Context: an optimization exercise on an open-source flow, tuned for small area and a short achievable clock period. The choices shown serve that exercise and are no tape-out recipe.
At most, simulation tests tie the RTL to the original design; equivalence was not proved.
Function not checked in runs 4 to 6: the RTL went through the layout flow alone.
Power is estimated from default activity; no workload was simulated.

<file path="design/flow/design.v">
package fpcvt_pkg;
    localparam int FLAG_W        = 3;
    localparam int FLAG_INVALID  = 2;
    localparam int FLAG_OVERFLOW = 1;
    localparam int FLAG_INEXACT  = 0;
    localparam int FP64_BIAS = 1023;
endpackage
`timescale 1ns/10ps
module fp64_to_int64 #(
    parameter int TAG_W = 4
) (
    input  logic                          clk,
    input  logic                          load,
    input  logic [63:0]                   in_data,
    input  logic [TAG_W-1:0]              in_tag,
    output logic [63:0]                   q_word,
    output logic                          q_sign,
    output logic [fpcvt_pkg::FLAG_W-1:0]  q_flags,
    output logic [TAG_W-1:0]              q_tag
);
    logic        s;
    logic [10:0] e;
    logic [51:0] m;
    logic        m_nz;
    logic        is_nan, in_rng, shifted, sat, exact_min, below_one, at_one;
    logic [5:0]  amt;
    logic [64:0] sh [0:6];
    logic [6:0]  st;
    logic        inexact_n;
    logic [63:0] nxt_word;
    logic [fpcvt_pkg::FLAG_W-1:0] nxt_flags;
    assign s = in_data[63];
    assign e = in_data[62:52];
    assign m = in_data[51:0];
    assign m_nz = |m;
    assign is_nan    = (e == 11'h7ff) && m_nz;
    assign in_rng    = e[10] && (e[9:6] == 4'd0);
    assign shifted   = in_rng && (e[5:1] != 5'h1f);
    assign sat       = e[10] && !shifted && !is_nan;
    assign exact_min = (e == 11'd1086) && s && !m_nz;
    assign below_one = !e[10] && (e[9:0] != 10'h3ff);
    assign at_one    = !e[10] && (e[9:0] == 10'h3ff);
    assign amt   = ~e[5:0];
    assign sh[0] = {1'b1, m, 12'd0};
    assign st[0] = 1'b0;
    for (genvar j = 0; j < 6; j++) begin : g_sh
        localparam int D = 1 << (5 - j);
        assign sh[j+1] = amt[5-j] ? {{D{1'b0}}, sh[j][64:D]} : sh[j];
        assign st[j+1] = st[j] | (amt[5-j] & (|sh[j][D-1:0]));
    end
    assign inexact_n = st[6];
    always_comb begin
        nxt_word = '0;
        if (shifted) nxt_word = sh[6][63:0];
        if (at_one)  nxt_word[0] = 1'b1;
        if (sat)     nxt_word = s ? 64'h8000_0000_0000_0000 : 64'h7fff_ffff_ffff_ffff;
    end
    always_comb begin
        nxt_flags = '0;
        nxt_flags[fpcvt_pkg::FLAG_INVALID]  = is_nan;
        nxt_flags[fpcvt_pkg::FLAG_OVERFLOW] = sat && !exact_min;
        nxt_flags[fpcvt_pkg::FLAG_INEXACT]  = (below_one && ((e != 11'd0) || m_nz))
                                            || (at_one && m_nz)
                                            || (shifted && inexact_n);
    end
    always_ff @(posedge clk) begin
        if (load) begin
            q_word  <= nxt_word;
            q_sign  <= s;
            q_flags <= nxt_flags;
            q_tag   <= in_tag;
        end
    end
endmodule
`timescale 1ns/10ps
module int64_to_fp64 #(
    parameter int TAG_W = 4
) (
    input  logic                 clk,
    input  logic                 load,
    input  logic [63:0]          in_data,
    input  logic [TAG_W-1:0]     in_tag,
    output logic [63:0]          q_word,
    output logic                 q_sticky,
    output logic [TAG_W-1:0]     q_tag
);
    logic        s;
    logic [63:0] x;
    logic [63:0] d;
    logic [5:0]  lzd;
    logic [63:0] xs [0:6];
    logic        low_nz;
    logic        is_zero;
    logic        pow2neg;
    logic [10:0] exp_v, exp_n, exp_p;
    logic [63:0] nxt_word;
    assign x = in_data;
    assign s = x[63];
    assign d[0] = 1'b1;
    assign d[63:1] = x[63:1] ^ x[62:0];
    lzc64 u_lzc (.v(d), .cnt(lzd));
    assign xs[0] = x;
    for (genvar j = 0; j < 6; j++) begin : g_sh
        localparam int D = 1 << (5 - j);
        assign xs[j+1] = lzd[5-j] ? {xs[j][63-D:0], {D{1'b0}}} : xs[j];
    end
    assign low_nz  = |xs[6][9:0];
    assign is_zero = (x == 64'd0);
    assign pow2neg = s && !(|(d[63:1] & ~x[63:1]));
    assign exp_n = (lzd[5] ? (lzd[4] ? (lzd[3] ? (lzd[2] ? (lzd[1] ? (lzd[0] ? 11'd1022 : 11'd1023) : (lzd[0] ? 11'd1024 : 11'd1025)) : (lzd[1] ? (lzd[0] ? 11'd1026 : 11'd1027) : (lzd[0] ? 11'd1028 : 11'd1029))) : (lzd[2] ? (lzd[1] ? (lzd[0] ? 11'd1030 : 11'd1031) : (lzd[0] ? 11'd1032 : 11'd1033)) : (lzd[1] ? (lzd[0] ? 11'd1034 : 11'd1035) : (lzd[0] ? 11'd1036 : 11'd1037)))) : (lzd[3] ? (lzd[2] ? (lzd[1] ? (lzd[0] ? 11'd1038 : 11'd1039) : (lzd[0] ? 11'd1040 : 11'd1041)) : (lzd[1] ? (lzd[0] ? 11'd1042 : 11'd1043) : (lzd[0] ? 11'd1044 : 11'd1045))) : (lzd[2] ? (lzd[1] ? (lzd[0] ? 11'd1046 : 11'd1047) : (lzd[0] ? 11'd1048 : 11'd1049)) : (lzd[1] ? (lzd[0] ? 11'd1050 : 11'd1051) : (lzd[0] ? 11'd1052 : 11'd1053))))) : (lzd[4] ? (lzd[3] ? (lzd[2] ? (lzd[1] ? (lzd[0] ? 11'd1054 : 11'd1055) : (lzd[0] ? 11'd1056 : 11'd1057)) : (lzd[1] ? (lzd[0] ? 11'd1058 : 11'd1059) : (lzd[0] ? 11'd1060 : 11'd1061))) : (lzd[2] ? (lzd[1] ? (lzd[0] ? 11'd1062 : 11'd1063) : (lzd[0] ? 11'd1064 : 11'd1065)) : (lzd[1] ? (lzd[0] ? 11'd1066 : 11'd1067) : (lzd[0] ? 11'd1068 : 11'd1069)))) : (lzd[3] ? (lzd[2] ? (lzd[1] ? (lzd[0] ? 11'd1070 : 11'd1071) : (lzd[0] ? 11'd1072 : 11'd1073)) : (lzd[1] ? (lzd[0] ? 11'd1074 : 11'd1075) : (lzd[0] ? 11'd1076 : 11'd1077))) : (lzd[2] ? (lzd[1] ? (lzd[0] ? 11'd1078 : 11'd1079) : (lzd[0] ? 11'd1080 : 11'd1081)) : (lzd[1] ? (lzd[0] ? 11'd1082 : 11'd1083) : (lzd[0] ? 11'd1084 : 11'd1085))))));
    assign exp_p = (lzd[5] ? (lzd[4] ? (lzd[3] ? (lzd[2] ? (lzd[1] ? (lzd[0] ? 11'd1023 : 11'd1024) : (lzd[0] ? 11'd1025 : 11'd1026)) : (lzd[1] ? (lzd[0] ? 11'd1027 : 11'd1028) : (lzd[0] ? 11'd1029 : 11'd1030))) : (lzd[2] ? (lzd[1] ? (lzd[0] ? 11'd1031 : 11'd1032) : (lzd[0] ? 11'd1033 : 11'd1034)) : (lzd[1] ? (lzd[0] ? 11'd1035 : 11'd1036) : (lzd[0] ? 11'd1037 : 11'd1038)))) : (lzd[3] ? (lzd[2] ? (lzd[1] ? (lzd[0] ? 11'd1039 : 11'd1040) : (lzd[0] ? 11'd1041 : 11'd1042)) : (lzd[1] ? (lzd[0] ? 11'd1043 : 11'd1044) : (lzd[0] ? 11'd1045 : 11'd1046))) : (lzd[2] ? (lzd[1] ? (lzd[0] ? 11'd1047 : 11'd1048) : (lzd[0] ? 11'd1049 : 11'd1050)) : (lzd[1] ? (lzd[0] ? 11'd1051 : 11'd1052) : (lzd[0] ? 11'd1053 : 11'd1054))))) : (lzd[4] ? (lzd[3] ? (lzd[2] ? (lzd[1] ? (lzd[0] ? 11'd1055 : 11'd1056) : (lzd[0] ? 11'd1057 : 11'd1058)) : (lzd[1] ? (lzd[0] ? 11'd1059 : 11'd1060) : (lzd[0] ? 11'd1061 : 11'd1062))) : (lzd[2] ? (lzd[1] ? (lzd[0] ? 11'd1063 : 11'd1064) : (lzd[0] ? 11'd1065 : 11'd1066)) : (lzd[1] ? (lzd[0] ? 11'd1067 : 11'd1068) : (lzd[0] ? 11'd1069 : 11'd1070)))) : (lzd[3] ? (lzd[2] ? (lzd[1] ? (lzd[0] ? 11'd1071 : 11'd1072) : (lzd[0] ? 11'd1073 : 11'd1074)) : (lzd[1] ? (lzd[0] ? 11'd1075 : 11'd1076) : (lzd[0] ? 11'd1077 : 11'd1078))) : (lzd[2] ? (lzd[1] ? (lzd[0] ? 11'd1079 : 11'd1080) : (lzd[0] ? 11'd1081 : 11'd1082)) : (lzd[1] ? (lzd[0] ? 11'd1083 : 11'd1084) : (lzd[0] ? 11'd1085 : 11'd1086))))));
    assign exp_v = pow2neg ? exp_p : exp_n;
    assign nxt_word = {s, exp_v & {11{!is_zero}}, xs[6][61:10]};
    always_ff @(posedge clk) begin
        if (load) begin
            q_word    <= nxt_word;
            q_sticky  <= low_nz;
            q_tag     <= in_tag;
        end
    end
endmodule
module lzc64 (
    input  logic [63:0] v,
    output logic [5:0]  cnt
);
    logic [31:0] v1;  logic [0:0] c1 [0:31];
    logic [15:0] v2;  logic [1:0] c2 [0:15];
    logic [7:0]  v3;  logic [2:0] c3 [0:7];
    logic [3:0]  v4;  logic [3:0] c4 [0:3];
    logic [1:0]  v5;  logic [4:0] c5 [0:1];
    always_comb begin
        for (int i = 0; i < 32; i++) begin
            v1[i] = v[2*i+1] | v[2*i];
            c1[i] = !v[2*i+1];
        end
        for (int i = 0; i < 16; i++) begin
            v2[i] = v1[2*i+1] | v1[2*i];
            c2[i] = v1[2*i+1] ? {1'b0, c1[2*i+1]} : {1'b1, c1[2*i]};
        end
        for (int i = 0; i < 8; i++) begin
            v3[i] = v2[2*i+1] | v2[2*i];
            c3[i] = v2[2*i+1] ? {1'b0, c2[2*i+1]} : {1'b1, c2[2*i]};
        end
        for (int i = 0; i < 4; i++) begin
            v4[i] = v3[2*i+1] | v3[2*i];
            c4[i] = v3[2*i+1] ? {1'b0, c3[2*i+1]} : {1'b1, c3[2*i]};
        end
        for (int i = 0; i < 2; i++) begin
            v5[i] = v4[2*i+1] | v4[2*i];
            c5[i] = v4[2*i+1] ? {1'b0, c4[2*i+1]} : {1'b1, c4[2*i]};
        end
        cnt = v5[1] ? {1'b0, c5[1]} : {1'b1, c5[0]};
    end
endmodule
`timescale 1ns/10ps
module result_arbiter #(
    parameter int TAG_W = 4
) (
    input  logic                         clk,
    input  logic                         rst,
    input  logic                         f2i_valid,
    output logic                         f2i_ready,
    input  logic                         i2f_valid,
    output logic                         i2f_ready,
    output logic                         load0,
    output logic                         load1,
    input  logic [63:0]                  word0,
    input  logic                         sign0,
    input  logic [fpcvt_pkg::FLAG_W-1:0] flags0,
    input  logic [TAG_W-1:0]             tag0,
    input  logic [63:0]                  word1,
    input  logic                         sticky1,
    input  logic [TAG_W-1:0]             tag1,
    output logic                         res_valid,
    input  logic                         res_ready,
    output logic [63:0]                  res_data,
    output logic [fpcvt_pkg::FLAG_W-1:0] res_flags,
    output logic [TAG_W-1:0]             res_tag,
    output logic                         res_src
);
    logic held0, held1, prio, grant1;
    logic n_held0, n_held1, n_prio;
    logic take0, take1, xfer;
    logic [63:0] below0, below1;
    logic [63:0] r0, r1;
    assign res_valid = held0 | held1;
    assign res_src   = grant1;
    assign take0     = res_ready & !grant1;
    assign take1     = res_ready & grant1;
    assign f2i_ready = !held0 | take0;
    assign i2f_ready = !held1 | take1;
    assign load0     = f2i_valid & f2i_ready;
    assign load1     = i2f_valid & i2f_ready;
    assign xfer      = res_valid & res_ready;
    always_comb begin
        n_held0 = load0 | (held0 & !take0);
        n_held1 = load1 | (held1 & !take1);
        n_prio  = xfer ? !grant1 : prio;
        if (rst) begin
            n_held0 = 1'b0;
            n_held1 = 1'b0;
            n_prio  = 1'b0;
        end
    end
    always_ff @(posedge clk) begin
        held0  <= n_held0;
        held1  <= n_held1;
        prio   <= n_prio;
        grant1 <= n_held1 & (!n_held0 | n_prio);
    end
    function automatic [63:0] below_of;
        input [63:0] v;
        input        st;
        logic [63:0] p;
        p = {v[62:0], st};
        for (int l = 0; l < 6; l++) begin
            for (int i = 0; i < 64; i++) begin
                if ((i >> l) & 1)
                    p[i] = p[i] | p[((i >> l) << l) - 1];
            end
        end
        below_of = p;
    endfunction
    assign below0 = below_of(word0, 1'b0);
    assign below1 = below_of({12'd0, word1[51:0]}, sticky1);
    assign r0 = word0 ^ ({64{sign0}} & below0);
    assign r1 = {word1[63:52], word1[51:0] ^ ({52{word1[63]}} & below1[51:0])};
    assign res_data  = grant1 ? r1 : r0;
    assign res_flags = grant1 ? {2'b00, sticky1} : flags0;
    assign res_tag   = grant1 ? tag1 : tag0;
endmodule
`timescale 1ns/10ps
module fpcvt_top #(
    parameter int TAG_W = 4
) (
    input  logic                         clk,
    input  logic                         rst,
    input  logic                         f2i_valid,
    output logic                         f2i_ready,
    input  logic [63:0]                  f2i_data,
    input  logic [TAG_W-1:0]             f2i_tag,
    input  logic                         i2f_valid,
    output logic                         i2f_ready,
    input  logic [63:0]                  i2f_data,
    input  logic [TAG_W-1:0]             i2f_tag,
    output logic                         res_valid,
    input  logic                         res_ready,
    output logic [63:0]                  res_data,
    output logic [fpcvt_pkg::FLAG_W-1:0] res_flags,
    output logic [TAG_W-1:0]             res_tag,
    output logic                         res_src
);
    logic                         load0, load1;
    logic [63:0]                  word0, word1;
    logic                         sign0, sticky1;
    logic [fpcvt_pkg::FLAG_W-1:0] flags0;
    logic [TAG_W-1:0]             tag0, tag1;
    fp64_to_int64 #(.TAG_W(TAG_W)) u_f2i (
        .clk     (clk),
        .load    (load0),
        .in_data (f2i_data),
        .in_tag  (f2i_tag),
        .q_word  (word0),
        .q_sign  (sign0),
        .q_flags (flags0),
        .q_tag   (tag0)
    );
    int64_to_fp64 #(.TAG_W(TAG_W)) u_i2f (
        .clk       (clk),
        .load      (load1),
        .in_data   (i2f_data),
        .in_tag    (i2f_tag),
        .q_word    (word1),
        .q_sticky  (sticky1),
        .q_tag     (tag1)
    );
    result_arbiter #(.TAG_W(TAG_W)) u_arb (
        .clk       (clk),
        .rst       (rst),
        .f2i_valid (f2i_valid),
        .f2i_ready (f2i_ready),
        .i2f_valid (i2f_valid),
        .i2f_ready (i2f_ready),
        .load0     (load0),
        .load1     (load1),
        .word0     (word0),
        .sign0     (sign0),
        .flags0    (flags0),
        .tag0      (tag0),
        .word1     (word1),
        .sticky1   (sticky1),
        .tag1      (tag1),
        .res_valid (res_valid),
        .res_ready (res_ready),
        .res_data  (res_data),
        .res_flags (res_flags),
        .res_tag   (res_tag),
        .res_src   (res_src)
    );
endmodule
</file>
<file path="design/flow/flow/run.sh">
#!/bin/bash
# The standard layout, with the port buffers made as buf_1 cells instead of
# the buffer_ports default (a slow delay cell on this platform).
set -euo pipefail
export BUFFER_PORTS_ARGS="-buffer_cell sky130_fd_sc_hd__buf_1"
bash standard.sh > flow_standard.log 2>&1
</file>
<file path="design/flow/standard.sh">
#!/bin/bash
# synth_recipe.tcl (not shown) runs the flow's synth.tcl, then flattens the netlist and writes it again
# the make line also repeats each setting of config.mk as NAME=value (left out here)
make -C /OpenROAD-flow-scripts/flow DESIGN_CONFIG=/design/flow/config.mk WORK_HOME=/design/flow/orfs CLKGATE_MAP_FILE= SYNTH_SCRIPT=/design/flow/synth_recipe.tcl "${@:-finish}"
</file>
<file path="design/flow/config.mk">
export PLATFORM = sky130hd
export DESIGN_NAME = fpcvt_top
export DESIGN_NICKNAME = fpcvt_top
export VERILOG_FILES = /design/flow/design.v
export SDC_FILE = /design/flow/constraint.sdc
export NUM_CORES = 4
export LEC_CHECK = 0
export ABC_AREA = 1
export CAP_MARGIN = 20
export CORE_MARGIN = 2
export CORE_UTILIZATION = 46
export SETUP_SLACK_MARGIN = 2.7
export SLEW_MARGIN = 20
export TNS_END_PERCENT = 30
</file>
<file path="design/flow/constraint.sdc">
create_clock -name core_clock -period 7.0 [get_ports {clk}]
set_input_delay 1.4000 -clock core_clock [delete_from_list [all_inputs] [get_ports {clk}]]
set_output_delay 1.4000 -clock core_clock [all_outputs]
set_load 0.01 [all_outputs]
</file>
==> results by group, run 1 <==
Timing
  • RSZ-0062 raised after global routing: true
  • Clock Skew: between 9 and 10 ps
  • Fin crit period: between 4000 and 5000 ps
  • Final hold vios: 0
  • Setup_tns: 0 ps
  • Fmax: roughly 0.23 GHz
  • Slew Limit Fails: 0
  • Relative slew margins: between 30% and 40%
  • Final cycle utilization of the critical path: roughly 61%
  • Final setup viols: 0
  • Slew @ Worst Pin: about 1000 ps

Run
  • # Max-Cap Violations: 0

Synth
  • Post-synthesis sequential element count: 142
  • Post-synth EDFFs: ~140
  • Syn avg cell area: ~6 um2
  • Netlist cell types: 57
  • Mapped Cells: 2938
  • Asr flop ratio synth: 0%
  • Mapped Area: roughly 0.018 mm2
  • Yosys warnings: 11
  • Commonest register cell after synthesis: edfxtp_1
  • Sequential area share after synthesis: between 20% and 30%

Floorplanning
  • Row cnt: 71
  • Die width: 200.1 um
  • Initial Utilization: a little under half
  • Die Area: roughly 0.040 mm2
  • Chip Height: approximately 200 um
  • Ports: 216
  • Area of the core: roughly 0.038 mm2

Global route
  • Global-route usage over all layers: about 36%
  • GRT overflow: 0
  • First-pass GRT wire length: approximately 110 mm
  • Vias in the first global route: 19020
  • GRT met2 Usage: around 53%
  • Largest net degree at the start of global routing: 73
  • Met3 Usage GRT: between 4 and 5%
  • M1 GR Usage: a little over half
  • Initial antenna violation count: 0
  • GRT Max-Usage Layer: met1

Pwr
  • Pwr Density: 162.7 mW/mm2
  • VDD IR-drop max: approximately 190 uV
  • Leakage: 8.817 nW
  • Design Power: about 0.0033 W

Clock network
  • Clk slew on worst S/H paths: 70 ps
  • Root Buffer: clkbuf_16
  • CTS HTree Levels: 4
  • CTS max path bufs: 2
  • CTS tree: yes
  • Hold buffers post-CTS: 0
  • # clock sinks: roughly 140
  • Clk latency of the worst-skew pair: 440 ps
  • Total CTS buffers: 17

Finish
  • Fin nets: approximately 3300
  • Ratio of cells with drive above 1 in the final layout: 9.660%
  • Fillers: 3956
  • Most frequent cells in the layout: nand2_1 (919), nand3_1 (448), o21ai_0 (291)
  • Final design utilization: between 50% and 60%
  • Ant. Diodes: 0
  • Most common cell after layout, fill and taps aside: nand2_1
  • FF+latch area: about 0.0042 mm2
  • P&R area growth vs syn: 13.00%
  • Area of the multi-input gates: 0.01222 mm2

Run status
  • Outcome: timing/DRC/antenna clean

Routing
  • 1st-iter DRT viols: approximately 2900
  • Via density per instance: slightly above 6
  • Routed WL: roughly 75 mm
  • Vias post-DR: around 22000
  • Routed len/inst: between 20 and 25 um
  • # DRC: 0
  • DRT antenna net count: 0
  • Pre-antenna DRT Iters: 7

Worst setup path
  • CP max stage delay: between 400 and 500 ps
  • Kind of critical path: register to output port
  • Critical Path RT: ~5600 ps
  • CP dominant cell by count: nand2_1
  • Startpoint types: register
  • Critical-path top delay cell: edfxtp_1
  • Reg2reg start: u_arb.grant1$_DFF_P_
  • CP max FO: 8
  • Cell Chain, Critical Path: nor2_1 > nand2_1 > nor2_4 > nand3b_1 > nor4_4 > buf_6 > nand3_1 > nand2_1 > a21oi_1 > o21ai_0 > o21ai_1 > buf_1
  • Crit path DAT: just under 3000 ps
  • CP Launch Point: u_f2i.q_word[39]$_DFFE_PP_
  • CP endpoint kind: output port

Place
  • GP Congestion: about 1.0
  • PortBufs: roughly 220
  • DP Wirelength: between 50 and 60 mm

Worst hold path
  • Hold crit path type: register to register
  • Worst Hold Launch: u_arb.prio$_DFF_P_
synthesized netlist by cell type (18+ instances only):
cell,instances,area (um2)
nand2_1,931,3495
nor4_1,18,112.6
nor2_1,158,593.1
buf_2,50,250.2
ha_1,37,462.9
inv_1,221,829.6
nand4_1,36,225.2
o22ai_1,25,156.4
buf_1,20,75.07
o21ai_1,25,125.1
nand3_1,452,2262
o221ai_1,29,254.0
edfxtp_1,138,4144
clkbuf_1,83,311.6
a21oi_1,118,590.6
o21ai_0,313,1567
mux2i_1,22,220.2
inv_2,28,105.1
xor2_1,18,157.7
o211ai_1,20,150.1
nor3_1,29,145.1
final cells by class:
| class | instances | share of cell area (%) |
|---|---|---|
| inverter | 253 | 4.819 |
| tap | 511 | 3.198 |
| timing repair buffer | 273 | 6.628 |
| timing repair inverter | 3 | 0.08762 |
| sequential | 142 | 21.14 |
| multi-input combinational | 2382 | 61.10 |
| clock buffer | 18 | 2.197 |
| clock inverter | 14 | 0.8324 |
path summary, 6_finish.rpt:
path	endpoint	slack [ps]	cells past startpoint
worst max register to register	u_f2i.q_word[36]$_DFFE_PP_	4530	4
worst min-delay path	u_arb.prio$_DFF_P_	480	2
worst min register to register	u_arb.prio$_DFF_P_	480	2
worst max-delay path	res_data[50]	2700	12
critical path: cells and delay by family (launching register included):
family | cells | cell delay (ps)
DFF | 1 | 410
buffers and inverters | 2 | 370
and+or+nand+nor | 7 | 1220
AOI/OAI and AO/OA | 3 | 460
routing by layer:
| layer | up-vias | part of all wire, % |
|---|---|---|
| met5 | - | 0 |
| met4 | 0 | 3.4 |
| met3 | 138 | 10 |
| met2 | 1368 | 42 |
| met1 | 10050 | 45 |
| li1 | 10290 | - |
where the power goes:
group / switching, W / internal, W / leakage (nW) / total [W]
sequential: 0.0000660 / 0.00104 / 1.38 / 0.00111
combinational: 0.000862 / 0.000352 / 7.14 / 0.00121
clock: 0.000414 / 0.000518 / 0.291 / 0.000932
total: 0.00134 / 0.00191 / 8.82 / 0.00325
state kept, by name, indices dropped and copies added (netlist names):
| signal | cells |
|---|---|
| u_f2i.q_flags | 3 |
| u_f2i.q_sign | 1 |
| u_arb.held1 | 1 |
| u_i2f.q_sticky | 1 |
| u_arb.held0 | 1 |
| u_arb.grant1 | 1 |
| u_i2f.q_word | 61 |
| u_arb.prio | 1 |
| u_f2i.q_tag | 4 |
| u_f2i.q_word | 64 |
| u_i2f.q_tag | 4 |
per-stage QoR:
step	hold WS [ps]	cell area [um2]	cells	setup WS, ps
6_report	480.7	19990	3596	2696
2_1_floorplan	446.0	17690	2938	2269
3_3_place_gp	465.0	18540	3516	1629
4_1_cts	483.8	19480	3570	2600
5_1_grt	511.9	19990	3596	2566
3_5_place_dp	467.3	18540	3516	1527
logic make-up after synthesis:
| family | Yosys count | share of synthesized area [%] |
|---|---|---|
| xor gates and xnor gates | 25 | 1.238 |
| muxes | 23 | 1.308 |
| and+or+nand+nor | 1707 | 42.65 |
| DFF | 142 | 23.88 |
| buffers and inverters | 424 | 9.901 |
| adders and majority gates | 37 | 2.617 |
| AOI/OAI and AO/OA | 580 | 18.41 |
what timing repair did:
action | 4_1_cts | 5_1_grt
gates cloned | 9 | 5
pin swaps | 13 | 26
setup buffers | 13 | 21
resized for setup | 46 | 101
endpoints found under the setup margin | 149 | 169
==> inputs of run 2 (changes only) <==
--- a/design/flow/config.mk
+++ b/design/flow/config.mk
@@ -12,3 +12,2 @@
 export SETUP_SLACK_MARGIN = 2.7
 export SLEW_MARGIN = 20
-export TNS_END_PERCENT = 30
==> results by group, run 2 <==
Timing
  • Relative slew margins: approximately a third
  • Clock Skew: around 8.9 ps
  • Fmax: 0.2346 GHz
  • Slew Limit Fails: 0
  • Setup_tns: 0 ps
  • Final setup viols: 0
  • Final cycle utilization of the critical path: roughly three fifths
  • Fin crit period: about 4300 ps
  • Final hold vios: 0
  • Slew @ Worst Pin: a little over 1000 ps
  • Hold slack: between 400 and 500 ps
  • Setup WS post-layout: about 2700 ps
  • RSZ-0062 raised after global routing: true

Global route
  • GRT overflow: 0
  • Largest net degree at the start of global routing: 73
  • Vias in the first global route: 18570
  • Initial antenna violation count: 0
  • Global-route usage over all layers: around a third
  • First-pass GRT wire length: 109.7 mm

Synth
  • Yosys warnings: 11
  • Asr flop ratio synth: 0%
  • Post-synthesis sequential element count: roughly 140
  • Commonest register cell after synthesis: edfxtp_1
  • Mapped Area: between 0.015 and 0.02 mm2
  • Top cell type's share of synthesized area: a little under a quarter
  • Sequential area share after synthesis: about a quarter
  • Syn avg cell area: roughly 6.0 um2
  • Post-synth EDFFs: between 100 and 150
  • Largest cells by area after synthesis: edfxtp_1 (23%), nand2_1 (20%), nand3_1 (13%)
  • Mapped Cells: 2938
  • Most common cell in the synthesized netlist: nand2_1
  • Netlist cell types: 57
  • Cell taking the most area after synthesis: edfxtp_1
  • Commonest cells in the netlist: nand2_1 (931), nand3_1 (452), o21ai_0 (313)

Routing
  • 1st-iter DRT viols: 2736
  • Via density per instance: between 5 and 6
  • DRT antenna net count: 0
  • Routed len/inst: 20.34 um
  • # DRC: 0
  • Routed WL: 73.21 mm
  • Pre-antenna DRT Iters: 7
  • Vias post-DR: 21540

Clock network
  • Root Buffer: clkbuf_16
  • CTS max path bufs: 2
  • # clock sinks: roughly 140
  • Clk latency of the worst-skew pair: between 400 and 500 ps
  • Hold buffers post-CTS: 0
  • Total CTS buffers: 17
  • CTS tree: yes
  • Clk slew on worst S/H paths: ~70 ps
  • CTS HTree Levels: 4

Pwr
  • VDD IR-drop max: ~230 uV
  • Pwr Density: between 150 and 200 mW/mm2
  • Leakage: between 8 and 9 nW

Finish
  • Fillers: 4082
  • Biggest regs: u_f2i.q_word (64), u_i2f.q_word (61)
  • Final design utilization: between 50% and 60%
  • Most common cell after layout, fill and taps aside: nand2_1
  • Count of non-filler cells in the finished layout: 3600
  • Fin nets: 3254
  • Max reg flops: 64
  • Ant. Diodes: 0
  • Biggest register: u_f2i.q_word
  • P&R area growth vs syn: 12.86%
  • Most frequent cells in the layout: nand2_1 (921), nand3_1 (448), o21ai_0 (290)
  • Ratio of cells with drive above 1 in the final layout: a little under a tenth

Worst setup path
  • Crit path DAT: between 2000 and 3000 ps
  • Startpoint types: register
  • CP max FO: 6
  • Critical Path RT: 5600 ps
  • CP endpoint kind: output port
  • Kind of critical path: register to output port

Place
  • Dpl cells: between 3000 and 4000
  • GP Congestion: about 1.1
  • Dpl ws: ~1400 ps
  • PortBufs: 215
  • DP Wirelength: ~56 mm

Worst hold path
  • Hold crit path type: register to register

Floorplanning
  • Chip Height: between 200 and 250 um
  • Ports: 216
  • Area of the core: approximately 0.038 mm2
  • Die width: between 200 and 250 um
  • Initial Utilization: between 40% and 50%
  • Row cnt: 71
  • Die Area: about 0.04 mm2

Run status
  • Outcome: timing/DRC/antenna clean

Run
  • # Max-Cap Violations: 0
## run 2: cell counts after synthesis
No cell type changed its count.
## run 2: what timing repair did
item,in CTS,in global routing
pin swaps,18,26
endpoints found under the setup margin,156,159
buffers inserted,19,22
resized for setup,53,85
gates cloned,7,7
## run 2: power breakdown
part           switching [W]  internal, W  total, W
Clock               0.000393     0.000537  0.000930
Sequential         0.0000631      0.00104   0.00110
Combinational       0.000851     0.000356   0.00121
## run 2: cell families (layout without fill, tap and decap cells)
family	after synthesis	in the layout	share of synthesized area, %
AO/OA/AOI/OAI	580	580	18.41
multiplexers	23	23	1.308
buffers and inverters	424	564	9.901
adder cells (fa/ha/maj)	37	37	2.617
flip-flops	142	142	23.88
XOR/XNOR	25	25	1.238
AND/OR/NAND/NOR	1707	1718	42.65
## run 2: final timing paths
kind,cells after the start,from,slack [ps],to
max,12,u_f2i.q_word[1]$_DFFE_PP_,2740,res_data[49]
min,2,u_arb.prio$_DFF_P_,490,u_arb.prio$_DFF_P_
max reg2reg,5,u_arb.grant1$_DFF_P_,4580,u_f2i.q_word[9]$_DFFE_PP_
min reg2reg,2,u_arb.prio$_DFF_P_,490,u_arb.prio$_DFF_P_
## run 2: worst max-delay path, cell delays in order, from the launching register on
cell      delay, ps
edfxtp_1        410
nor3_2          250
nand4_1         230
nor2_4          190
nand3_4         110
nor2_4          220
buf_4           160
nand2_4          80
o21ai_1         160
xnor2_1         150
nand2_1         140
nand2_1         160
buf_1           170
## run 2: stage by stage
step | cell area (um2) | total power, W
global placement | 18520 | 0.002238
floorplan | 17700 | 0.001842
CTS | 19490 | 0.003191
finish | 19970 | 0.003242
global route | 19970 | 0.003409
detailed placement | 18520 | 0.002246
## run 2: metal layers
| metal | share of wire (%) | wire length [um] | global-route usage [%] | vias to the layer above |
|---|---|---|---|---|
| met1 | 45 | 32990 | 52.78 | 9803 |
| met4 | 3.9 | 2827 | 13.97 | 0 |
| li1 | - | - | - | 10320 |
| met3 | 11 | 7769 | 5.500 | 149 |
| met2 | 40 | 29630 | 49.21 | 1263 |
| met5 | 0 | 0 | 0 | - |
## run 2: area by class of cell
cell class / instances / area (um2) / area share [%]
multi-input combinational: 2383 / 12160 / 60.92
clock buffer: 18 / 429.2 / 2.149
clock inverter: 14 / 172.7 / 0.8647
timing repair buffer: 276 / 1308 / 6.548
inverter: 253 / 1010 / 5.057
sequential: 142 / 4225 / 21.16
tap: 511 / 639.4 / 3.202
timing repair inverter: 3 / 20.02 / 0.1003
==> inputs of run 3 (changes only) <==
--- a/design/flow/config.mk
+++ b/design/flow/config.mk
@@ -10,4 +10,4 @@
 export CORE_MARGIN = 2
 export CORE_UTILIZATION = 46
-export SETUP_SLACK_MARGIN = 2.7
+export SETUP_SLACK_MARGIN = 2.6
 export SLEW_MARGIN = 20
==> results by group, run 3 <==
Synth
  • Post-synthesis sequential element count: 142
  • Largest cells by area after synthesis: edfxtp_1 (23%), nand2_1 (20%), nand3_1 (13%)
  • Post-synthesis compound-gate area fraction: a little under a fifth
  • Largest family of logic cells by synthesized area: simple AND/OR/NAND/NOR gates
  • Sequential area share after synthesis: between 20% and 30%
  • Synth Area in Adders: around 2.6%
  • Commonest register cell after synthesis: edfxtp_1
  • Yosys warnings: 11
  • Asr flop ratio synth: 0%
  • Commonest cells in the netlist: nand2_1 (931), nand3_1 (452), o21ai_0 (313)
  • Mapped Area: around 0.018 mm2
  • Mux contribution to synthesized area: 1.308%
  • Top cell type's share of synthesized area: 23.42%
  • Syn avg cell area: about 6.0 um2
  • XOR/XNOR share of the synthesized area: 1.238%
  • Cell taking the most area after synthesis: edfxtp_1
  • Most common cell in the synthesized netlist: nand2_1
  • Post-Synth Simple-Gate Area: 42.65%
  • Mapped Cells: 2938
  • Netlist cell types: 57
  • Post-synth EDFFs: between 100 and 150

Place
  • DP Wirelength: 56.40 mm
  • PortBufs: ~220
  • GP Congestion: 1.055
  • Dpl cells: between 3000 and 4000

Global route
  • GRT overflow: 0
  • Global-route usage over all layers: 34.70%
  • Largest net degree at the start of global routing: 73
  • Initial antenna violation count: 0
  • First-pass GRT wire length: approximately 110 mm
  • Vias in the first global route: 18410

Routing
  • 1st-iter DRT viols: roughly 2700
  • Pre-antenna DRT Iters: 6
  • # DRC: 0
  • Routed WL: 72.95 mm
  • Routed len/inst: between 20 and 25 um
  • Vias post-DR: 21500
  • DRT antenna net count: 0
  • Via density per instance: 5.996

Floorplanning
  • Ports: 216
  • Die width: roughly 200 um
  • Die Area: roughly 0.040 mm2
  • Initial Utilization: a little under half
  • Row cnt: between 70 and 80
  • Chip Height: about 200 um
  • Area of the core: between 0.03 and 0.04 mm2

Run status
  • Outcome: timing/DRC/antenna clean

Pwr
  • Pwr Density: around 160 mW/mm2
  • Leakage: between 8 and 9 nW
  • VDD IR-drop max: 226.2 uV

Timing
  • Final setup viols: 0
  • Clock Skew: approximately 7.8 ps
  • Fmax: roughly 0.23 GHz
  • Setup_tns: 0 ps
  • Relative slew margins: between 30% and 40%
  • Final hold vios: 0
  • Slew @ Worst Pin: between 1000 and 1500 ps
  • Slew Limit Fails: 0
  • Final cycle utilization of the critical path: between 60% and 70%
  • Fin crit period: ~4300 ps
  • RSZ-0062 raised after global routing: true

Worst setup path
  • CP endpoint kind: register
  • Startpoint types: primary input
  • CP max FO: 57
  • Crit path DAT: 4500 ps
  • Critical Path RT: slightly above 7000 ps
  • Kind of critical path: primary input to register

Finish
  • Ant. Diodes: 0
  • Most common cell after layout, fill and taps aside: nand2_1
  • Ratio of cells with drive above 1 in the final layout: ~8%
  • Most frequent cells in the layout: nand2_1 (925), nand3_1 (450), o21ai_0 (301)
  • Max reg flops: 64
  • Fillers: about 4000
  • Fin nets: between 3000 and 4000
  • Biggest regs: u_f2i.q_word (64), u_i2f.q_word (61)
  • P&R area growth vs syn: 11.50%
  • Count of non-filler cells in the finished layout: 3586
  • Biggest register: u_f2i.q_word

Clock network
  • CTS max path bufs: 2
  • Hold buffers post-CTS: 0
  • # clock sinks: around 140
  • Clk slew on worst S/H paths: approximately 70 ps
  • Clk latency of the worst-skew pair: around 440 ps
  • Total CTS buffers: 17
  • Root Buffer: clkbuf_16
  • CTS tree: yes
  • CTS HTree Levels: 4

Worst hold path
  • Hold crit path type: register to register

Run
  • # Max-Cap Violations: 0
## run 3: cell types whose count changed in the layout (fill, tap and decap cells not counted), sizes merged
cell / delta
buf: -7
clkbuf: -6
clkinvlp: -3
inv: +3
bufinv: -1
## run 3: metrics by stage
stage	instance area [um2]	setup WS, ps	util, %	power (W)	hold WS, ps
after floorplan	17700	3139	-	0.001842	446.0
after global placement	18520	1537	49.05	0.002238	465.0
after detailed placement	18520	1408	49.05	0.002246	479.8
after CTS	19380	2606	51.34	0.003183	495.4
after global routing	19730	2539	52.25	0.003390	538.1
final	19730	2695	52.25	0.003223	492.3
## run 3: kinds of logic after synthesis
kind of cell	Yosys count
adders and majority gates	37
buffers and inverters	424
xor gates and xnor gates	25
muxes	23
and+or+nand+nor	1707
DFF	142
AOI/OAI and AO/OA	580
## run 3: repair_timing
item	4_1_cts	5_1_grt
cloned	4	9
endpoints found under the setup margin	147	150
resized for setup	32	50
pin swaps	14	18
setup buffers	15	13
endpoints found under the hold margin	0	0
## run 3: cell type report
cell class / count / area, um2 / share of cell area (%)
Clock buffer: 18 / 429.2 / 2.176
Clock inverter: 14 / 172.7 / 0.8753
Inverter: 253 / 978.4 / 4.960
Multi-Input combinational cell: 2383 / 12080 / 61.21
Sequential cell: 142 / 4225 / 21.42
Tap cell: 511 / 639.4 / 3.241
Timing Repair Buffer: 263 / 1194 / 6.051
Timing Repair inverter: 2 / 12.51 / 0.06343
## run 3: worst max-delay path, stage by stage
cell	delay (ps)
buf_1	490
inv_1	150
ha_1	330
nor2_1	210
nand3_1	210
nor2_4	280
nand2_1	80
nand2_1	70
nand2_1	60
nand2_1	120
bufinv_8	300
ha_1	260
nand3_1	110
nand2_1	80
o21ai_0	240
nor2_1	80
## run 3: layer usage
metal	up-vias	global-route usage [%]	routed length, um
met5	-	0	0
met4	0	13.11	2723
met3	145	4.735	7384
met2	1257	48.83	29680
met1	9822	53.10	33160
li1	10280	-	-
## run 3: power by group
group          internal [W]  leakage [nW]  switching, W  total (W)
registers           0.00104          1.38     0.0000627    0.00110
clock network      0.000537         0.288      0.000391   0.000928
logic              0.000344          7.01      0.000847    0.00119
## run 3: final timing paths
check / start / endpoint / slack, ps / depth (start not counted)
hold reg to reg: u_arb.prio$_DFF_P_ / u_arb.prio$_DFF_P_ / 490 / 2
hold / removal: u_arb.prio$_DFF_P_ / u_arb.prio$_DFF_P_ / 490 / 2
setup reg to reg: u_arb.grant1$_DFF_P_ / u_f2i.q_word[41]$_DFFE_PP_ / 4340 / 5
setup / recovery: i2f_data[27] / u_i2f.q_word[56]$_DFFE_PP_ / 2690 / 16
==> inputs of run 4 (changes only) <==
--- a/design/flow/design.v
+++ b/design/flow/design.v
@@ -45,7 +45,7 @@
     assign st[0] = 1'b0;
     for (genvar j = 0; j < 6; j++) begin : g_sh
-        localparam int D = 1 << (5 - j);
-        assign sh[j+1] = amt[5-j] ? {{D{1'b0}}, sh[j][64:D]} : sh[j];
-        assign st[j+1] = st[j] | (amt[5-j] & (|sh[j][D-1:0]));
+        localparam int D = 1 << j;
+        assign sh[j+1] = amt[j] ? {{D{1'b0}}, sh[j][64:D]} : sh[j];
+        assign st[j+1] = st[j] | (amt[j] & (|sh[j][D-1:0]));
     end
     assign inexact_n = st[6];
--- a/design/flow/config.mk
+++ b/design/flow/config.mk
@@ -10,4 +10,4 @@
 export CORE_MARGIN = 2
 export CORE_UTILIZATION = 46
-export SETUP_SLACK_MARGIN = 2.6
+export SETUP_SLACK_MARGIN = 2.7
 export SLEW_MARGIN = 20
==> results by group, run 4 <==
Worst setup path
  • Worst R2R Path Depth: 5
  • Critical register-to-register path endpoint: u_f2i.q_word[8]$_DFFE_PP_
  • CP endpoint kind: output port
  • Crit path DAT: a little under 3000 ps
  • Internal reg-to-reg setup slack: between 4000 and 5000 ps
  • Reg2reg start: u_arb.grant1$_DFF_P_
  • CP max FO: 4
  • Kind of critical path: register to output port
  • Startpoint types: register
  • Critical Path RT: 5600 ps

Timing
  • Final setup viols: 0
  • Clock Skew: 8.011 ps
  • Slew @ Worst Pin: 1051 ps
  • Fmax: 0.2283 GHz
  • Fin crit period: about 4400 ps
  • Setup_tns: 0 ps
  • Relative slew margins: just under 30%
  • RSZ-0062 raised after global routing: true
  • Slew Limit Fails: 0
  • Setup WS post-layout: ~2600 ps
  • Final hold vios: 0
  • Final cycle utilization of the critical path: between 60% and 70%

Clock network
  • CTS HTree Levels: 4
  • CTS tree: yes
  • # clock sinks: roughly 140
  • Clk slew on worst S/H paths: around 60 ps
  • Root Buffer: clkbuf_16
  • CTS max path bufs: 2
  • Clk latency of the worst-skew pair: 430 ps
  • Total CTS buffers: 17
  • Hold buffers post-CTS: 0

Synth
  • Largest cells by area after synthesis: edfxtp_1 (24%), nand2_1 (20%), nand3_1 (20%)
  • Commonest register cell after synthesis: edfxtp_1
  • Mapped Cells: about 3000
  • Asr flop ratio synth: 0%
  • Netlist cell types: between 50 and 60
  • Post-synth EDFFs: 138
  • Cell taking the most area after synthesis: edfxtp_1
  • Sequential area share after synthesis: between 20% and 30%
  • Commonest cells in the netlist: nand2_1 (962), nand3_1 (707), inv_1 (227)
  • Syn avg cell area: ~6 um2
  • Yosys warnings: 11
  • Mapped Area: about 0.018 mm2
  • Most common cell in the synthesized netlist: nand2_1
  • Post-synthesis sequential element count: roughly 140
  • Top cell type's share of synthesized area: about a quarter

Finish
  • Fillers: 3904
  • P&R area growth vs syn: 16.70%
  • Max reg flops: 64
  • Biggest regs: u_f2i.q_word (64), u_i2f.q_word (61)
  • Ratio of cells with drive above 1 in the final layout: a little under an eighth
  • Fin nets: roughly 3400
  • Biggest register: u_f2i.q_word
  • Most frequent cells in the layout: nand2_1 (932), nand3_1 (696), inv_1 (216)
  • Most common cell after layout, fill and taps aside: nand2_1

Place
  • PortBufs: around 220
  • DP Wirelength: ~60 mm
  • GP Congestion: ~1
  • Dpl ws: around 1600 ps

Floorplanning
  • Die Area: about 0.04 mm2
  • Ports: roughly 220
  • Chip Height: between 150 and 200 um
  • Area of the core: between 0.03 and 0.04 mm2
  • Row cnt: 71
  • Initial Utilization: between 40% and 50%
  • Die width: about 200 um

Routing
  • # DRC: 0
  • Pre-antenna DRT Iters: 8
  • 1st-iter DRT viols: approximately 3200
  • Via density per instance: about 6.1
  • Routed WL: 80.82 mm
  • DRT antenna net count: 0
  • Routed len/inst: 21.80 um
  • Vias post-DR: 22780

Global route
  • Vias in the first global route: roughly 20000
  • Global-route usage over all layers: between 30 and 40%
  • Largest net degree at the start of global routing: 77
  • First-pass GRT wire length: between 100 and 150 mm
  • Initial antenna violation count: 3
  • GRT overflow: 0

Worst hold path
  • Worst Hold Depth: 2
  • Hold crit path type: register to register
  • Min-Delay Endpoint: u_arb.prio$_DFF_P_
  • Worst Hold Launch: u_arb.prio$_DFF_P_

Pwr
  • Pwr Density: about 160 mW/mm2
  • VDD IR-drop max: approximately 180 uV
  • Leakage: between 9 and 10 nW

Run status
  • Outcome: timing/DRC/antenna clean

Run
  • # Max-Cap Violations: 0
## run 4: layout make-up
| cell class | count | area (um2) | area share [%] |
|---|---|---|---|
| Timing Repair Buffer | 322 | 1932 | 9.393 |
| Clock buffer | 17 | 425.4 | 2.069 |
| Clock inverter | 14 | 191.4 | 0.9308 |
| Sequential cell | 142 | 4225 | 20.55 |
| Inverter | 250 | 960.9 | 4.672 |
| Multi-Input combinational cell | 2451 | 12190 | 59.27 |
| Antenna cell | 1 | 2.502 | 0.01217 |
| Tap cell | 511 | 639.4 | 3.109 |
## run 4: metrics by stage
stage | std cells | hold WS, ps | instance area (um2) | power [W] | utilization [%]
CTS | 3664 | 501.5 | 19830 | 0.003267 | 52.63
global placement | 3596 | 460.7 | 18540 | 0.002262 | 49.22
floorplan | 3015 | 446.0 | 17630 | 0.001862 | -
finish | 3708 | 493.3 | 20570 | 0.003365 | 54.60
global route | 3707 | 529.4 | 20560 | 0.003521 | 54.59
detailed placement | 3596 | 486.3 | 18540 | 0.002278 | 49.22
## run 4: critical path, cell delays in order, from the launching register on
cell	delay, ps
edfxtp_1	500
inv_2	130
nand3_2	110
nor3_4	200
nand2_2	100
nor2_2	110
nand2_1	90
nor2_2	150
nand2_2	100
nor2_4	200
buf_4	180
nand4_1	120
a21o_1	200
nand3_2	90
nand2_2	110
clkbuf_2	140
## run 4: worst max path at each step
stage	start	to
floorplan	i2f_data[62]	u_i2f.q_word[56]$_DFFE_PP_
global placement	i2f_data[46]	u_i2f.q_word[56]$_DFFE_PP_
detailed placement	i2f_data[46]	u_i2f.q_word[56]$_DFFE_PP_
CTS	u_i2f.q_word[0]$_DFFE_PP_	res_data[24]
global route	u_f2i.q_word[31]$_DFFE_PP_	res_data[57]
finish	u_f2i.q_word[33]$_DFFE_PP_	res_data[57]
## run 4: where the power goes
part           leakage (nW)  internal (W)  switching, W
sequential             1.38       0.00104     0.0000683
combinational          7.88      0.000382      0.000907
clock                 0.298      0.000573      0.000397
total                  9.55       0.00199       0.00137
## run 4: repair_timing
item | 4_1_cts | 5_1_grt
setup endpoints to repair | 107 | 127
pin swaps | 22 | 40
gates cloned | 2 | 4
resized for setup | 114 | 153
setup buffers | 35 | 39
endpoints found under the hold margin | 0 | 0
## run 4: layer usage
metal	up-vias	routed length [um]	track usage, %
li1	10630	-	-
met1	10540	33950	54.12
met2	1420	33770	56.69
met3	195	9558	9.980
met4	0	3543	16.41
met5	-	0	0
## run 4: cell families after synthesis
kind of cell | Yosys count | synth area share, %
flip-flops | 142 | 23.97
XOR/XNOR | 20 | 0.9940
buffers and inverters | 423 | 9.826
AO/OA/AOI/OAI | 432 | 13.84
adder cells (fa/ha/maj) | 37 | 2.627
AND/OR/NAND/NOR | 1960 | 48.68
multiplexers | 1 | 0.06389
==> inputs of run 5 (changes only) <==
--- a/design/flow/design.v
+++ b/design/flow/design.v
@@ -29,4 +29,5 @@
     logic        inexact_n;
     logic [63:0] nxt_word;
+    logic [63:0] dsh;
     logic [fpcvt_pkg::FLAG_W-1:0] nxt_flags;
     assign s = in_data[63];
@@ -45,14 +46,25 @@
     assign st[0] = 1'b0;
     for (genvar j = 0; j < 6; j++) begin : g_sh
-        localparam int D = 1 << j;
-        assign sh[j+1] = amt[j] ? {{D{1'b0}}, sh[j][64:D]} : sh[j];
-        assign st[j+1] = st[j] | (amt[j] & (|sh[j][D-1:0]));
+        localparam int D = 1 << (5 - j);
+        assign sh[j+1] = amt[5-j] ? {{D{1'b0}}, sh[j][64:D]} : sh[j];
+        assign st[j+1] = st[j] | (amt[5-j] & (|sh[j][D-1:0]));
     end
     assign inexact_n = st[6];
     always_comb begin
-        nxt_word = '0;
-        if (shifted) nxt_word = sh[6][63:0];
-        if (at_one)  nxt_word[0] = 1'b1;
-        if (sat)     nxt_word = s ? 64'h8000_0000_0000_0000 : 64'h7fff_ffff_ffff_ffff;
+        logic [63:0] p;
+        p = {sh[6][62:0], 1'b0};
+        for (int l = 0; l < 6; l++) begin
+            for (int i = 0; i < 64; i++) begin
+                if ((i >> l) & 1)
+                    p[i] = p[i] | p[((i >> l) << l) - 1];
+            end
+        end
+        dsh = sh[6][63:0] ^ ({64{s}} & ~p);
+    end
+    always_comb begin
+        nxt_word = {64{s}};
+        if (shifted) nxt_word = dsh;
+        if (at_one)  nxt_word = {63'd0, !s};
+        if (sat)     nxt_word = 64'h7fff_ffff_ffff_ffff;
     end
     always_comb begin
@@ -182,5 +194,5 @@
     logic n_held0, n_held1, n_prio;
     logic take0, take1, xfer;
-    logic [63:0] below0, below1;
+    logic [63:0] below1;
     logic [63:0] r0, r1;
     assign res_valid = held0 | held1;
@@ -222,7 +234,6 @@
         below_of = p;
     endfunction
-    assign below0 = below_of(word0, 1'b0);
     assign below1 = below_of({12'd0, word1[51:0]}, sticky1);
-    assign r0 = word0 ^ ({64{sign0}} & below0);
+    assign r0 = word0 ^ {64{sign0}};
     assign r1 = {word1[63:52], word1[51:0] ^ ({52{word1[63]}} & below1[51:0])};
     assign res_data  = grant1 ? r1 : r0;
==> results by group, run 5 <==
Clock network
  • CTS HTree Levels: 4
  • Clk latency of the worst-skew pair: 450 ps
  • # clock sinks: approximately 140
  • Hold buffers post-CTS: 0
  • Clk slew on worst S/H paths: about 70 ps
  • Total CTS buffers: 17
  • CTS tree: yes
  • Root Buffer: clkbuf_16
  • CTS max path bufs: 2

Worst setup path
  • Startpoint types: register
  • Critical register-to-register path endpoint: u_i2f.q_word[26]$_DFFE_PP_
  • Worst R2R Path Depth: 3
  • Cell Chain, Critical Path: or2_4 > nor2_4 > nand2_2 > nor2_2 > nand3b_1 > nor2_4 > nand2_2 > nor2_4 > buf_6 > nand2_4 > o21ai_2 > xnor2_1 > nand2_1 > o21ai_1 > buf_2
  • Crit path DAT: about 3100 ps
  • CP max FO: 7
  • Critical Path RT: 5600 ps
  • CP endpoint kind: output port
  • CP Launch Point: u_i2f.q_word[7]$_DFFE_PP_
  • Kind of critical path: register to output port
  • Setup crit end: res_data[48]
  • CP max stage delay: between 400 and 500 ps
  • CP dominant cell by count: nor2_4
  • Critical-path top delay cell: edfxtp_1
  • Internal reg-to-reg setup slack: ~4300 ps
  • Reg2reg start: u_arb.grant1$_DFF_P_

Synth
  • Mapped Cells: 3365
  • Yosys warnings: 11
  • Syn avg cell area: between 5 and 6 um2
  • Netlist cell types: 53
  • Commonest cells in the netlist: nand2_1 (1031), nand3_1 (779), inv_1 (256)
  • Largest cells by area after synthesis: edfxtp_1 (21%), nand3_1 (20%), nand2_1 (20%)
  • Mapped Area: just under 0.02 mm2
  • Cell taking the most area after synthesis: edfxtp_1
  • Top cell type's share of synthesized area: a little over a fifth
  • Sequential area share after synthesis: between 20% and 30%
  • Post-synthesis sequential element count: 142
  • Asr flop ratio synth: 0%
  • Commonest register cell after synthesis: edfxtp_1
  • Most common cell in the synthesized netlist: nand2_1
  • Post-synth EDFFs: between 100 and 150

Place
  • DP Wirelength: 65.11 mm
  • Dpl cells: 3943
  • GP Congestion: 1.045
  • Dpl ws: between 1500 and 2000 ps
  • PortBufs: between 200 and 250

Routing
  • Vias post-DR: about 25000
  • Via density per instance: between 6 and 7
  • Routed WL: 87.18 mm
  • DRT antenna net count: 0
  • Pre-antenna DRT Iters: 7
  • # DRC: 0
  • 1st-iter DRT viols: approximately 3200
  • Routed len/inst: between 20 and 25 um

Pwr
  • Pwr Density: between 150 and 200 mW/mm2
  • Design Power: between 0.003 and 0.004 W
  • Leakage: between 9 and 10 nW
  • VDD IR-drop max: 164.7 uV

Timing
  • Final cycle utilization of the critical path: between 60% and 70%
  • Fin crit period: approximately 4500 ps
  • Slew @ Worst Pin: between 1000 and 1500 ps
  • Setup_tns: 0 ps
  • Slew Limit Fails: 0
  • Setup WS post-layout: approximately 2500 ps
  • RSZ-0062 raised after global routing: true
  • Final hold vios: 0
  • Clock Skew: between 15 and 20 ps
  • Final setup viols: 0
  • Relative slew margins: a little under a third
  • Fmax: roughly 0.22 GHz

Floorplanning
  • Ports: about 220
  • Area of the core: approximately 0.042 mm2
  • Initial Utilization: between 40% and 50%
  • Chip Height: 210.7 um
  • Die width: ~210 um
  • Row cnt: 75
  • Die Area: ~0.044 mm2

Finish
  • Biggest regs: u_f2i.q_word (64), u_i2f.q_word (61)
  • Ant. Diodes: 0
  • Most frequent cells in the layout: nand2_1 (1011), nand3_1 (769), inv_1 (242)
  • Ratio of cells with drive above 1 in the final layout: between 9 and 10%
  • Biggest register: u_f2i.q_word
  • Count of non-filler cells in the finished layout: roughly 4000
  • P&R area growth vs syn: 14.34%
  • Most common cell after layout, fill and taps aside: nand2_1
  • Fin nets: approximately 3700
  • Max reg flops: 64

Global route
  • GRT Max-Usage Layer: met2
  • GRT met2 Usage: roughly two thirds
  • Largest net degree at the start of global routing: 97
  • Met3 Usage GRT: 7.092%
  • Initial antenna violation count: 3
  • GRT overflow: 0
  • Global-route usage over all layers: about 38%
  • Vias in the first global route: about 23000
  • First-pass GRT wire length: approximately 130 mm
  • M1 GR Usage: 45.13%

Run
  • # Max-Cap Violations: 0

Run status
  • Outcome: timing/DRC/antenna clean

Worst hold path
  • Hold crit path type: register to register
run 5: cell count changes after synthesis, sizes merged, moves of 18 or more:
cell,before,now
inv,246,268
nand3,710,779
xnor2,6,78
nand4,36,65
o22ai,27,45
o221ai,30,3
buf,95,131
o211ai,11,52
nand2,968,1034
run 5: repair_timing:
item | 4_1_cts | 5_1_grt
setup buffers | 23 | 31
gates cloned | 1 | 9
gates resized for setup | 115 | 153
endpoints found under the setup margin | 145 | 150
pin swaps | 27 | 47
run 5: power breakdown:
| group | internal (W) | switching [W] | total [W] |
|---|---|---|---|
| registers | 0.00104 | 0.0000662 | 0.00110 |
| logic | 0.000452 | 0.00104 | 0.00149 |
| clock network | 0.000487 | 0.000459 | 0.000946 |
run 5: worst min-delay path by stage:
stage	from	to	slack (ps)	cells past startpoint
CTS	u_arb.prio$_DFF_P_	u_arb.prio$_DFF_P_	490	2
detailed placement	u_arb.prio$_DFF_P_	u_arb.prio$_DFF_P_	470	2
global route	u_arb.prio$_DFF_P_	u_arb.prio$_DFF_P_	520	2
global placement	u_arb.prio$_DFF_P_	u_arb.prio$_DFF_P_	470	2
floorplan	u_arb.prio$_DFF_P_	u_arb.prio$_DFF_P_	450	2
finish	u_arb.prio$_DFF_P_	u_arb.prio$_DFF_P_	500	2
run 5: critical path: cells and delay by family (launching register included):
family	cells	cell delay, ps
AOI/OAI and AO/OA	2	260
xor gates and xnor gates	1	140
buffers and inverters	2	340
DFF	1	450
and+or+nand+nor	10	1490
run 5: layer usage:
metal  wire length, um  vias up
met2             41500     1362
met1             32650    11570
met4              5224        2
met5                 9        -
li1                  -    11740
met3              7792      285
run 5: logic make-up after synthesis:
kind of cell	synth area share, %
buffers and inverters	10.03
AOI/OAI and AO/OA	13.32
xor gates and xnor gates	4.590
adders and majority gates	2.419
and+or+nand+nor	48.15
DFF	21.49
run 5: layout make-up:
class / count / area [um2]
clock buffers: 17 / 425.4
clock inverters: 15 / 178.9
fillers: 4364 / 19570
inverters: 268 / 1101
multi-input cells: 2752 / 14030
flip-flops and latches: 142 / 4228
well taps: 539 / 674.4
repair buffers: 304 / 1818
repair inverters: 2 / 16.27
run 5: per-stage QoR:
step           area (um2)  utilization [%]  hold WS [ps]
6_report            22470            53.45         495.9
5_1_grt             22470            53.45         521.4
3_3_place_gp        20440            48.62         465.5
2_1_floorplan       19660                -         446.0
4_1_cts             21580            51.33         486.1
3_5_place_dp        20440            48.62         469.6
==> inputs of run 6 (changes only) <==
--- a/design/flow/design.v
+++ b/design/flow/design.v
@@ -29,5 +29,4 @@
     logic        inexact_n;
     logic [63:0] nxt_word;
-    logic [63:0] dsh;
     logic [fpcvt_pkg::FLAG_W-1:0] nxt_flags;
     assign s = in_data[63];
@@ -52,19 +51,8 @@
     assign inexact_n = st[6];
     always_comb begin
-        logic [63:0] p;
-        p = {sh[6][62:0], 1'b0};
-        for (int l = 0; l < 6; l++) begin
-            for (int i = 0; i < 64; i++) begin
-                if ((i >> l) & 1)
-                    p[i] = p[i] | p[((i >> l) << l) - 1];
-            end
-        end
-        dsh = sh[6][63:0] ^ ({64{s}} & ~p);
-    end
-    always_comb begin
-        nxt_word = {64{s}};
-        if (shifted) nxt_word = dsh;
-        if (at_one)  nxt_word = {63'd0, !s};
-        if (sat)     nxt_word = 64'h7fff_ffff_ffff_ffff;
+        nxt_word = '0;
+        if (shifted) nxt_word = sh[6][63:0];
+        if (at_one)  nxt_word[0] = 1'b1;
+        if (sat)     nxt_word = s ? 64'h8000_0000_0000_0000 : 64'h7fff_ffff_ffff_ffff;
     end
     always_comb begin
@@ -194,5 +182,4 @@
     logic n_held0, n_held1, n_prio;
     logic take0, take1, xfer;
-    logic [63:0] below1;
     logic [63:0] r0, r1;
     assign res_valid = held0 | held1;
@@ -221,23 +208,30 @@
         grant1 <= n_held1 & (!n_held0 | n_prio);
     end
-    function automatic [63:0] below_of;
-        input [63:0] v;
-        input        st;
-        logic [63:0] p;
-        p = {v[62:0], st};
-        for (int l = 0; l < 6; l++) begin
-            for (int i = 0; i < 64; i++) begin
+    cond_neg #(.W(64)) u_neg0 (.v(word0), .st(1'b0), .neg(sign0), .r(r0));
+    cond_neg #(.W(52)) u_neg1 (.v(word1[51:0]), .st(sticky1), .neg(word1[63]), .r(r1[51:0]));
+    assign r1[63:52] = word1[63:52];
+    assign res_data  = grant1 ? r1 : r0;
+    assign res_flags = grant1 ? {2'b00, sticky1} : flags0;
+    assign res_tag   = grant1 ? tag1 : tag0;
+endmodule
+module cond_neg #(
+    parameter int W = 64
+) (
+    input  logic [W-1:0] v,
+    input  logic         st,
+    input  logic         neg,
+    output logic [W-1:0] r
+);
+    logic [W-1:0] p;
+    always_comb begin
+        p = {v[W-2:0], st};
+        for (int l = 0; (1 << l) < W; l++) begin
+            for (int i = 0; i < W; i++) begin
                 if ((i >> l) & 1)
                     p[i] = p[i] | p[((i >> l) << l) - 1];
             end
         end
-        below_of = p;
-    endfunction
-    assign below1 = below_of({12'd0, word1[51:0]}, sticky1);
-    assign r0 = word0 ^ {64{sign0}};
-    assign r1 = {word1[63:52], word1[51:0] ^ ({52{word1[63]}} & below1[51:0])};
-    assign res_data  = grant1 ? r1 : r0;
-    assign res_flags = grant1 ? {2'b00, sticky1} : flags0;
-    assign res_tag   = grant1 ? tag1 : tag0;
+    end
+    assign r = v ^ ({W{neg}} & p);
 endmodule
 `timescale 1ns/10ps
--- a/design/flow/config.mk
+++ b/design/flow/config.mk
@@ -9,5 +9,6 @@
 export CAP_MARGIN = 20
 export CORE_MARGIN = 2
-export CORE_UTILIZATION = 46
-export SETUP_SLACK_MARGIN = 2.7
+export CORE_UTILIZATION = 40
+export SETUP_SLACK_MARGIN = 3.0
 export SLEW_MARGIN = 20
+export SYNTH_HIERARCHICAL = 1
==> results by group, run 6 <==
Routing
  • Vias post-DR: 24520
  • # DRC: 0
  • 1st-iter DRT viols: a little over 3000
  • Via density per instance: 5.539
  • Routed len/inst: roughly 18 um
  • Metal3 WL: a little under 8 mm
  • DRT antenna net count: 0
  • Met2 WL: approximately 34 mm
  • Routed WL: 81.79 mm
  • Max layer used: met4
  • Pre-antenna DRT Iters: 7
  • Met1 WL: roughly 38 mm

Place
  • PortBufs: roughly 220
  • GP Congestion: around 1.0
  • DP Wirelength: roughly 63 mm
  • Dpl ws: approximately 1900 ps

Finish
  • P&R area growth vs syn: 12.42%
  • Ant. Diodes: 0
  • Most frequent cells in the layout: nand2_1 (1463), nand3_1 (698), nor2_1 (252)
  • Max reg flops: 64
  • Biggest register: u_f2i.q_word
  • Fin nets: between 3000 and 4000
  • Biggest regs: u_f2i.q_word (64), u_i2f.q_word (61)
  • Most common cell after layout, fill and taps aside: nand2_1
  • Ratio of cells with drive above 1 in the final layout: approximately 8.9%
  • Fillers: about 5600

Timing
  • Relative slew margins: about a third
  • Clock Skew: about 16 ps
  • Setup_tns: 0 ps
  • Fmax: ~0.25 GHz
  • Fin crit period: roughly 4000 ps
  • Slew Limit Fails: 0
  • Setup WS post-layout: 3048 ps
  • Final hold vios: 0
  • Final cycle utilization of the critical path: a little under three fifths
  • RSZ-0062 raised after global routing: true
  • Final setup viols: 0
  • Slew @ Worst Pin: between 1000 and 1500 ps

Floorplanning
  • Chip Height: 229.3 um
  • Die Area: roughly 0.053 mm2
  • Initial Utilization: 40.47%
  • Row cnt: 82
  • Area of the core: 0.05017 mm2
  • Ports: about 220
  • Die width: 229.3 um

Clock network
  • Clk latency of the worst-skew pair: approximately 470 ps
  • # clock sinks: 142
  • Total CTS buffers: 17
  • CTS HTree Levels: 4
  • Root Buffer: clkbuf_16
  • Clk slew on worst S/H paths: approximately 80 ps
  • CTS max path bufs: 2
  • CTS tree: yes

Pwr
  • VDD IR-drop max: approximately 220 uV
  • Leakage: around 11 nW
  • Pwr Density: around 150 mW/mm2

Global route
  • Largest net degree at the start of global routing: about 80
  • First-pass GRT wire length: between 100 and 150 mm
  • Initial antenna violation count: 0
  • Vias in the first global route: between 20000 and 25000
  • GRT overflow: 0
  • Global-route usage over all layers: 30.13%

Run status
  • Outcome: timing/DRC/antenna clean

Worst hold path
  • Hold crit path type: register to register

Synth
  • Yosys warnings: 19
  • Syn avg cell area: 5.592 um2
  • Mapped Cells: about 3600
  • Mapped Area: 0.02031 mm2

Worst setup path
  • CP max FO: 7
  • Critical Path RT: 7210 ps
  • CP endpoint kind: register
  • Crit path DAT: about 4200 ps
  • Startpoint types: primary input
  • Kind of critical path: primary input to register

Run
  • # Max-Cap Violations: 0
## run 6: layout make-up
class                           count  area, um2  share of cell area, %
Clock inverter                     15      230.2                  1.008
Multi-Input combinational cell   3020      14420                  63.18
Timing Repair Buffer              288       1624                  7.114
Tap cell                          672      840.8                  3.683
Sequential cell                   142       4225                  18.51
Clock buffer                       17      425.4                  1.864
Inverter                          273       1059                  4.637
## run 6: report_power, final
part | internal (W) | total [W] | switching [W]
logic | 0.000403 | 0.00134 | 0.000939
registers | 0.00104 | 0.00111 | 0.0000721
clock network | 0.000609 | 0.00103 | 0.000419
## run 6: repair_timing
action / 4_1_cts / 5_1_grt
resized for setup: 36 / 91
hold buffers: 0 / 0
cloned: 8 / 8
setup endpoints to repair: 111 / 107
pin swaps: 8 / 20
setup buffers: 18 / 21
## run 6: stage by stage
step	std cells	instance area [um2]	hold slack (ps)	total power [W]	util, %
2_1_floorplan	3632	20310	503.1	0.001984	-
3_3_place_gp	4340	21210	513.0	0.002400	42.27
3_5_place_dp	4340	21210	509.4	0.002403	42.27
4_1_cts	4398	22300	518.6	0.003449	44.44
5_1_grt	4427	22830	557.7	0.003691	45.50
6_report	4427	22830	521.6	0.003483	45.50
## run 6: critical path: stages
cell and delay, ps:
buf_1 450, inv_2 70, ha_1 300, inv_1 70
nand2_1 80, nor2_1 160, nor2_1 60, nor2_1 120
nand2_1 60, o21ai_1 240, nor2_4 80, nor2_4 270
ha_1 290, inv_1 60, nor2_1 40, nor2_1 410
## run 6: metal layers
metal	track usage (%)	up-vias
met3	6.487	120
met2	44.17	1055
met5	0	-
met1	44.35	11220
li1	-	12130
met4	7.752	0
## run 6: final timing paths
| kind | cells after the start | endpoint | slack (ps) | start |
|---|---|---|---|---|
| worst min register to register | 2 | u_arb.held0$_DFF_P_ | 520 | u_arb.held0$_DFF_P_ |
| worst max-delay path | 16 | u_i2f.q_word[54]$_DFFE_PP_ | 3050 | i2f_data[6] |
| worst max register to register | 6 | u_i2f.q_tag[3]$_DFFE_PP_ | 4000 | u_arb.grant1$_DFF_P_ |
| worst min-delay path | 2 | u_arb.held0$_DFF_P_ | 520 | u_arb.held0$_DFF_P_ |

[what the ideal ports hide]
In the flow no input, the clock included, has a driving cell. The finished layouts below were timed again as built, in two steps. Step 1 assumes that a clkbuf_16 drives the clock port and a buf_2 every other input. Step 2 moves the port delays by t, midway between the first and last clock arrival at a register: inputs arrive t later, outputs are due t later. That takes back most of the time a late clock gives input paths. Three values: no drivers, after step 1, after step 2; two values: the first two.
run	shift t [ns]	slack for setup (ns)	hold slack, ns	worst register clock-pin slew, ns	worst data-port slew with drivers (ns)
run 1	0.487	2.696 / 2.647 / 2.325	0.481 / 0.481 / 0.481	0.07 / 0.07	0.04
run 2	0.481	2.738 / 2.690 / 2.407	0.492 / 0.492 / 0.492	0.07 / 0.07	0.04
run 3	0.483	2.695 / 2.671 / 2.232	0.492 / 0.492 / 0.492	0.07 / 0.07	0.04
run 4	0.478	2.619 / 2.568 / 2.291	0.493 / 0.493 / 0.493	0.07 / 0.07	0.05
run 5	0.499	2.472 / 2.421 / 2.298	0.496 / 0.496 / 0.496	0.08 / 0.08	0.06
run 6	0.526	3.048 / 2.994 / 2.555	0.522 / 0.522 / 0.522	0.08 / 0.08	0.06
After both steps setup and hold are still met in every run listed. The setup slack of run 6, which loses most, moves by -0.054 ns with the drivers and by -0.493 ns with both steps.
